This is an optimization exercise on Yosys and OpenROAD, whose aim is small area and few clock cycles per item, not a production implementation. Function was checked by simulation only, so behaviour that the tests miss may differ from the original. No activity file was given, so power comes from the tool's default toggle rates.

juniper:
==> flow/design.v (excerpt) <==
module dual_tone_sample_generator_top (
    input  wire logic                                aclk,
    input  wire logic                                aresetn,
    input  wire logic                                s_tvalid,
    output logic                                     s_tready,
    input  wire logic [dtsg_pkg::S_TDATA_W-1:0]      s_tdata,    
    output logic                                     m_tvalid,
    input  wire logic                                m_tready,
    output logic [dtsg_pkg::M_TDATA_W-1:0]           m_tdata,    
    output logic [0:0]                               m_tuser,    
    input  wire logic                                cfg_wr_en,
    input  wire logic [dtsg_pkg::CFG_INDEX_W-1:0]    cfg_index,
    input  wire logic [dtsg_pkg::CFG_DATA_W-1:0]     cfg_wdata
);
Settings: LEC_CHECK=0, ABC_AREA=1, ABC_CLOCK_PERIOD_IN_PS=10000, CAP_MARGIN=20, CORE_MARGIN=2, CORE_UTILIZATION=70, SLEW_MARGIN=20, SYNTH_HIERARCHICAL=1, SYNTH_MINIMUM_KEEP_SIZE=0; clock period 10.0 ns.
standard.sh (not shown) runs the stock make flow with config.mk's settings and CLKGATE_MAP_FILE= SYNTH_SCRIPT=/design/flow/synth_recipe.tcl, a recipe that flattens the netlist after the stock synthesis.
==> flow/flow/run.sh <==
#!/bin/bash
# The standard layout (standard.sh), with two changes:
#  - the port buffers are the smallest buffer cell (buf_1)
#  - clock tree synthesis without dummy loads
export BUFFER_PORTS_ARGS="-buffer_cell sky130_fd_sc_hd__buf_1"
export CTS_ARGS="-sink_clustering_enable -repair_clock_nets -sink_clustering_size 20 -sink_clustering_max_diameter 50 -root_buf sky130_fd_sc_hd__clkbuf_16 -buf_list sky130_fd_sc_hd__clkbuf_8 -dont_use_dummy_load"
bash standard.sh > standard.log 2>&1
Testbench counts of juniper, summed over its fixed seeds: cycles 16,032, items 16,000.
diff inputs: juniper => xenon
- putting CTS_CLUSTER_DIAMETER at 60 where nothing was set
- putting CTS_CLUSTER_SIZE at 24 where nothing was set
- swapping 70 for 60 in CORE_UTILIZATION
- putting CTS_BUF_LIST at sky130_fd_sc_hd__clkbuf_16 where nothing was set
Results
Per the final summary, xenon finished and its layout is clean on timing, DRC and antenna.
[compare] base=juniper new=xenon: flip-flop and latch count closely matched the old numbers, post-route worst setup slack decreased by 7.4 ps relative to the old numbers, met3 wirelength from detailed routing decreased by about 17% relative to the old numbers, area of the core increased by 5000 um^2 relative to the old numbers, hold slack decreased by 16 ps relative to the old numbers.
Going from juniper to xenon, via count shrinks by 544.
On standby leakage power, xenon and juniper are basically level.
Diff juniper..xenon | switching component of the power | negligible
For maple, these inputs were changed with respect to xenon:
==> flow/flow/run.sh <==
#!/bin/bash
# The standard layout (standard.sh), with two changes:
#  - the port buffers are the smallest buffer cell (buf_1)
#  - clock tree synthesis without dummy loads
export BUFFER_PORTS_ARGS="-buffer_cell sky130_fd_sc_hd__buf_1"
export CTS_ARGS="-sink_clustering_enable -repair_clock_nets -sink_clustering_size 30 -sink_clustering_max_diameter 70 -buf_list sky130_fd_sc_hd__clkbuf_16 -dont_use_dummy_load"
bash standard.sh > standard.log 2>&1
[summary]
From xenon to maple, post-synthesis xor/xnor area fraction did not move at all.
Going from xenon to maple, total power of the final layout has increased; final area has increased; share of total power in the clock network has increased; net count reported at finish has remained practically unchanged.
Of xenon and maple, the higher relative area change from synthesis to final layout belongs to maple.
Cmp maple vs xenon: clock period minus final worst setup slack lower in maple
maple vs. xenon: core utilization of the finished layout picked up an extra 0.31 points; remaining max-slew budget at the tightest pin fell by 0.38 points.
Worst setup margin: lower on xenon
Re placed standard-cell area: no difference whatsoever between xenon and maple.

Setup of run A:
Another version of the RTL of dual_tone_sample_generator_top (not shown whole).
Size in the first run: roughly 230 flip-flops, ~0.022 mm² of cells after synthesis.
==> flow/config.mk <==
export PLATFORM = sky130hd
export DESIGN_NAME = dual_tone_sample_generator_top
export DESIGN_NICKNAME = dual_tone_sample_generator_top
export VERILOG_FILES = /design/flow/design.v
export SDC_FILE = /design/flow/constraint.sdc
export NUM_CORES = 4
export LEC_CHECK = 0
export ABC_AREA = 1
export ABC_CLOCK_PERIOD_IN_PS = 10000
export CAP_MARGIN = 20
export CORE_MARGIN = 2
export CORE_UTILIZATION = 40
export CTS_BUF_LIST = sky130_fd_sc_hd__clkbuf_16
export CTS_CLUSTER_DIAMETER = 60
export CTS_CLUSTER_SIZE = 24
export SLEW_MARGIN = 20
export SYNTH_HIERARCHICAL = 1
export SYNTH_MINIMUM_KEEP_SIZE = 0
==> flow/constraint.sdc <==
create_clock -name core_clock -period 10.0 [get_ports {aclk}]
set_input_delay 2.0000 -clock core_clock [delete_from_list [all_inputs] [get_ports {aclk}]]
set_output_delay 2.0000 -clock core_clock [all_outputs]
set_load 0.01 [all_outputs]
==> flow/flow/run.sh <==
#!/bin/bash
# The standard layout (standard.sh), with two changes:
#  - the port buffers are the smallest buffer cell (buf_1)
#  - clock tree synthesis without dummy loads
export BUFFER_PORTS_ARGS="-buffer_cell sky130_fd_sc_hd__buf_1"
export CTS_ARGS="-sink_clustering_enable -repair_clock_nets -sink_clustering_size 24 -sink_clustering_max_diameter 60 -buf_list sky130_fd_sc_hd__clkbuf_16 -dont_use_dummy_load"
bash standard.sh > standard.log 2>&1
Testbench counts of run A, summed over its fixed seeds: cycles 16,032, items 16,000.
Input-level comparison between run B and run A:
Settings: swapping 60 for 70 in CTS_CLUSTER_DIAMETER; swapping 24 for 30 in CTS_CLUSTER_SIZE.
==> flow/run.sh (new file) <==
#!/bin/bash
# synth_recipe.tcl (not shown) runs the flow's synth.tcl, then flattens the netlist and writes it again
# the make line also repeats each setting of config.mk as NAME=value (left out here)
make -C /OpenROAD-flow-scripts/flow DESIGN_CONFIG=/design/flow/config.mk WORK_HOME=/design/flow/orfs CLKGATE_MAP_FILE= SYNTH_SCRIPT=/design/flow/synth_recipe.tcl finish
removed: flow/flow/run.sh
removed: flow/standard.sh
--- outcome ---
Hold slack: run B < run A
Compared to run A, run B has share of power burned in registers 1.9 points lower.
In the reports for run A and run B, the smaller register-to-register setup slack belongs to run B.
Remaining max-slew budget at the tightest pin (run B over run A): increase, 3.8 points
Detailed-route wire length on metal 1 (run B over run A): increase, 0.85%
Delta (run B minus run A): delay contributed by the slowest stage of the critical path down 0.04 ns; worst setup margin down 0.053 ns; total of plain and repair buffers excluding clock buffers up 6; total design power up 520 µW.
In the metrics for run A and run B, the one carrying the higher total wire length is run A.
--- input diff run B..run C ---
Settings: swapping 70 for 60 in CTS_CLUSTER_DIAMETER.
### Flow results
Run C completed end to end with timing, DRC and antenna clean. Setup slack in run C is larger than in run B. Run B -> run C: synthesized cell count delta 0, exact match. [compare] base=run B new=run C: areal power density over the cells climbed 0.98%, final net count essentially unchanged. fa_1 as the critical-path cell with the highest stage delay was reported by run B, and clkdlybuf4s50_1 by run C.
> inputs changed (run C -> run D)
Settings: CTS_CLUSTER_SIZE changed from 30 to 24.
==> flow/flow/run.sh (new file) <==
#!/bin/bash
# The standard layout (standard.sh), with two changes:
#  - the port buffers are the smallest buffer cell (buf_1)
#  - clock tree synthesis without dummy loads
export BUFFER_PORTS_ARGS="-buffer_cell sky130_fd_sc_hd__buf_1"
export CTS_ARGS="-sink_clustering_enable -repair_clock_nets -sink_clustering_size 30 -sink_clustering_max_diameter 70 -buf_list sky130_fd_sc_hd__clkbuf_16 -dont_use_dummy_load"
bash standard.sh > standard.log 2>&1
==> flow/standard.sh (new file) <==
#!/bin/bash
# synth_recipe.tcl (not shown) runs the flow's synth.tcl, then flattens the netlist and writes it again
# the make line also repeats each setting of config.mk as NAME=value (left out here)
make -C /OpenROAD-flow-scripts/flow DESIGN_CONFIG=/design/flow/config.mk WORK_HOME=/design/flow/orfs CLKGATE_MAP_FILE= SYNTH_SCRIPT=/design/flow/synth_recipe.tcl "${@:-finish}"
removed: flow/run.sh
## What came out
- Cell count, run D vs run C: down slightly
- Power consumption (run D / run C): 0.896
- Compare run C and run D | count of filler cells inserted in the layout higher: run D
- Run D against run C: share of power burned in combinational logic higher; number of signal-net buffers in the layout now smaller; multi-input logic portion of the cell area increased by 1.8 points relative to the old numbers; finished layout cell area shrank by 750 µm²; portion of the layout cell area used by non-clock buffers saw a decrease.
- Run D vs run C — number of global-route vias before repair dropped slightly
- Wire length delta for run D relative to run C: 900 µm higher
For run E, these inputs were changed with respect to run D:
Settings: CORE_UTILIZATION changed from 40 to 60.
==> notes.md <==
Result: PASS for each of run D and run E. Critical path arrival (lower): run D. Note that the non-clock buffer count recorded for run E amounts to 0.828 times the value seen in run D. Run D has lower power than run E. After detailed routing, run D needs more wire than run E. Taking run D as the reference, in run E total number of nets in the final design has decreased, row count has decreased. Comparing run D and run E, the higher placed instance count is on run D. Run D has lower count of clock-buffer cells in the layout than run E. Summed area of non-filler cells in the final layout in run E vs run D: down about 1.5%.
diff inputs: run E => run F
Settings: CORE_UTILIZATION changed from 60 to 40.
==> flow/run.sh (new file) <==
#!/bin/bash
# synth_recipe.tcl (not shown) runs the flow's synth.tcl, then flattens the netlist and writes it again
# the make line also repeats each setting of config.mk as NAME=value (left out here)
make -C /OpenROAD-flow-scripts/flow DESIGN_CONFIG=/design/flow/config.mk WORK_HOME=/design/flow/orfs CLKGATE_MAP_FILE= SYNTH_SCRIPT=/design/flow/synth_recipe.tcl finish
removed: flow/flow/run.sh
removed: flow/standard.sh
[summary]
Going from run E to run F, proportion of power drawn by combinational gates up 0.5 points; global-route usage down 8.9 points; starting density of the core dropped 21 points. The final reports for run F and run E show layout buffer count excluding clock buffers higher in the former. As far as synthesized cell count goes, run E and run F are indistinguishable; the numbers are identical.

Another version of the RTL of dual_tone_sample_generator_top (not shown whole).
For scale: about 0.020 mm^2 of cells after synthesis.
export LEC_CHECK = 0
export ABC_AREA = 1
export ABC_CLOCK_PERIOD_IN_PS = 10000
export CAP_MARGIN = 20
export CORE_MARGIN = 2
export CORE_UTILIZATION = 70
export SETUP_SLACK_MARGIN = 0.2
export SLEW_MARGIN = 20
export SYNTH_HIERARCHICAL = 1
export SYNTH_MINIMUM_KEEP_SIZE = 0
create_clock -name core_clock -period 10.0 [get_ports {aclk}]
==> flow/flow/run.sh <==
#!/bin/bash
# The standard layout (standard.sh, the same ORFS make targets and
# settings), with three changes:
#  - synthesis maps the logic for area only: flow/synth.tcl is the standard flow's
#    synthesis script with flow/abc_map_area.script as ABC's mapping script
#    (no buffering or upsizing in ABC; the layout's repair steps do that)
#  - the port buffers are the smallest buffer cell (buf_1)
#  - clock tree: clkbuf_16 root, clkbuf_8 sink buffers for clusters of up
#    to 16 flip-flops, and no dummy loads
# make's output goes to standard.log; each ORFS step writes its own log
# under orfs/logs/.
set -euo pipefail
export FLOW_FLOW_DIR="$PWD/flow"
export BUFFER_PORTS_ARGS="-buffer_cell sky130_fd_sc_hd__buf_1"
export CTS_ARGS="-sink_clustering_enable -repair_clock_nets -sink_clustering_size 10 -sink_clustering_max_diameter 35 -root_buf sky130_fd_sc_hd__clkbuf_16 -buf_list sky130_fd_sc_hd__clkbuf_4 -dont_use_dummy_load"
sed "s#SYNTH_SCRIPT=[^ ]*#SYNTH_SCRIPT=$PWD/flow/synth.tcl#" standard.sh > standard_area_synth.sh
grep -q "SYNTH_SCRIPT=$PWD/flow/synth.tcl" standard_area_synth.sh
bash standard_area_synth.sh > standard.log 2>&1
==> flow/flow/abc_map_area.script <==
strash
dch
map -a
topo
dnsize -c
==> flow/flow/synth.tcl <==
# The standard flow's synthesis script (synth_recipe.tcl), unchanged except that the
# final technology mapping uses flow/abc_map_area.script: area-only mapping,
# without ABC's buffering and upsizing (the layout's repair steps size and
# buffer for timing and slew instead).
proc synth {args} { yosys synth -nofsm -noshare {*}$args }
proc abc {args} {
  set i [lsearch -exact $args -script]
  if { $i >= 0 } {
    lset args [expr { $i + 1 }] $::env(FLOW_FLOW_DIR)/abc_map_area.script
  }
  yosys abc {*}$args
}
source $::env(SCRIPTS_DIR)/synth.tcl
# left out here: clear keep_hierarchy, flatten, clean up, hide names made inside functions, write 1_2_yosys.v
The first run passed the timing, DRC and antenna checks.
Testbench counts at the start, summed over its fixed seeds: cycles 16,032, items 16,000.
Change:
--- a/flow/flow/run.sh
+++ b/flow/flow/run.sh
@@ -14,3 +14,3 @@
 export BUFFER_PORTS_ARGS="-buffer_cell sky130_fd_sc_hd__buf_1"
-export CTS_ARGS="-sink_clustering_enable -repair_clock_nets -sink_clustering_size 10 -sink_clustering_max_diameter 35 -root_buf sky130_fd_sc_hd__clkbuf_16 -buf_list sky130_fd_sc_hd__clkbuf_4 -dont_use_dummy_load"
+export CTS_ARGS="-sink_clustering_enable -repair_clock_nets -sink_clustering_size 20 -sink_clustering_max_diameter 45 -root_buf sky130_fd_sc_hd__clkbuf_16 -buf_list sky130_fd_sc_hd__clkbuf_8 -dont_use_dummy_load"
 sed "s#SYNTH_SCRIPT=[^ ]*#SYNTH_SCRIPT=$PWD/flow/synth.tcl#" standard.sh > standard_area_synth.sh
First-iteration DRC count is lower by 0.74%.
Critical path depth is unchanged.
Sequential share of layout area is about the same.
Cell area hardly moves.
Wire length is lower by 0.36%.
Synthesized cell count does not change.
Non-clock buffer count is unchanged.
Clock-buffer cell count is lower by 9.
Die area stays the same.

## what the ideal ports hide
Ports are ideal in the flow. The routed layouts listed here were re-timed in OpenROAD. Step 1 assumes that a clkbuf_16 drives the clock port and a buf_2 every other input. Step 2, shift: input delay + t, output delay - t, t = (earliest + latest rising clock arrival at the registers) / 2. This alone moves slack from input paths to output paths. Three values: ideal, step 1, step 2; two values: the first two.
| run | t, ns | slack for setup (ns) | hold slack, ns | worst setup path at the end | latest minus earliest clock arrival (ns) |
|---|---|---|---|---|---|
| juniper | 0.536 | 0.747 / 0.694 / 1.230 | 0.573 / 0.573 / 0.573 | register to output | 0.068 / 0.068 |
| xenon | 0.535 | 0.739 / 0.686 / 1.221 | 0.557 / 0.557 / 0.557 | register to output | 0.068 / 0.068 |
| maple | 0.533 | 0.754 / 0.700 / 1.233 | 0.553 / 0.553 / 0.553 | register to output | 0.072 / 0.072 |
| run A | 0.564 | 0.592 / 0.539 / 1.103 | 0.504 / 0.504 / 0.504 | register to output | 0.059 / 0.059 |
| run B | 0.561 | 0.539 / 0.488 / 1.049 | 0.492 / 0.492 / 0.492 | register to output | 0.038 / 0.038 |
| run C | 0.566 | 0.543 / 0.492 / 1.057 | 0.488 / 0.488 / 0.488 | register to output | 0.041 / 0.041 |
| run D | 0.550 | 0.609 / 0.558 / 1.108 | 0.506 / 0.506 / 0.506 | register to output | 0.077 / 0.076 |
| run E | 0.569 | 0.500 / 0.444 / 1.012 | 0.489 / 0.489 / 0.489 | register to output | 0.082 / 0.081 |
| run F | 0.566 | 0.543 / 0.492 / 1.057 | 0.488 / 0.488 / 0.488 | register to output | 0.041 / 0.041 |
| the first run of note 3 | 0.507 | 0.504 / 0.455 / 0.933 | 0.471 / 0.471 / 0.471 | input to register | 0.098 / 0.097 |
| the second run of note 3 | 0.527 | 0.502 / 0.453 / 0.980 | 0.468 / 0.468 / 0.468 | register to output | 0.082 / 0.082 |
After both steps every run listed still meets setup and hold.
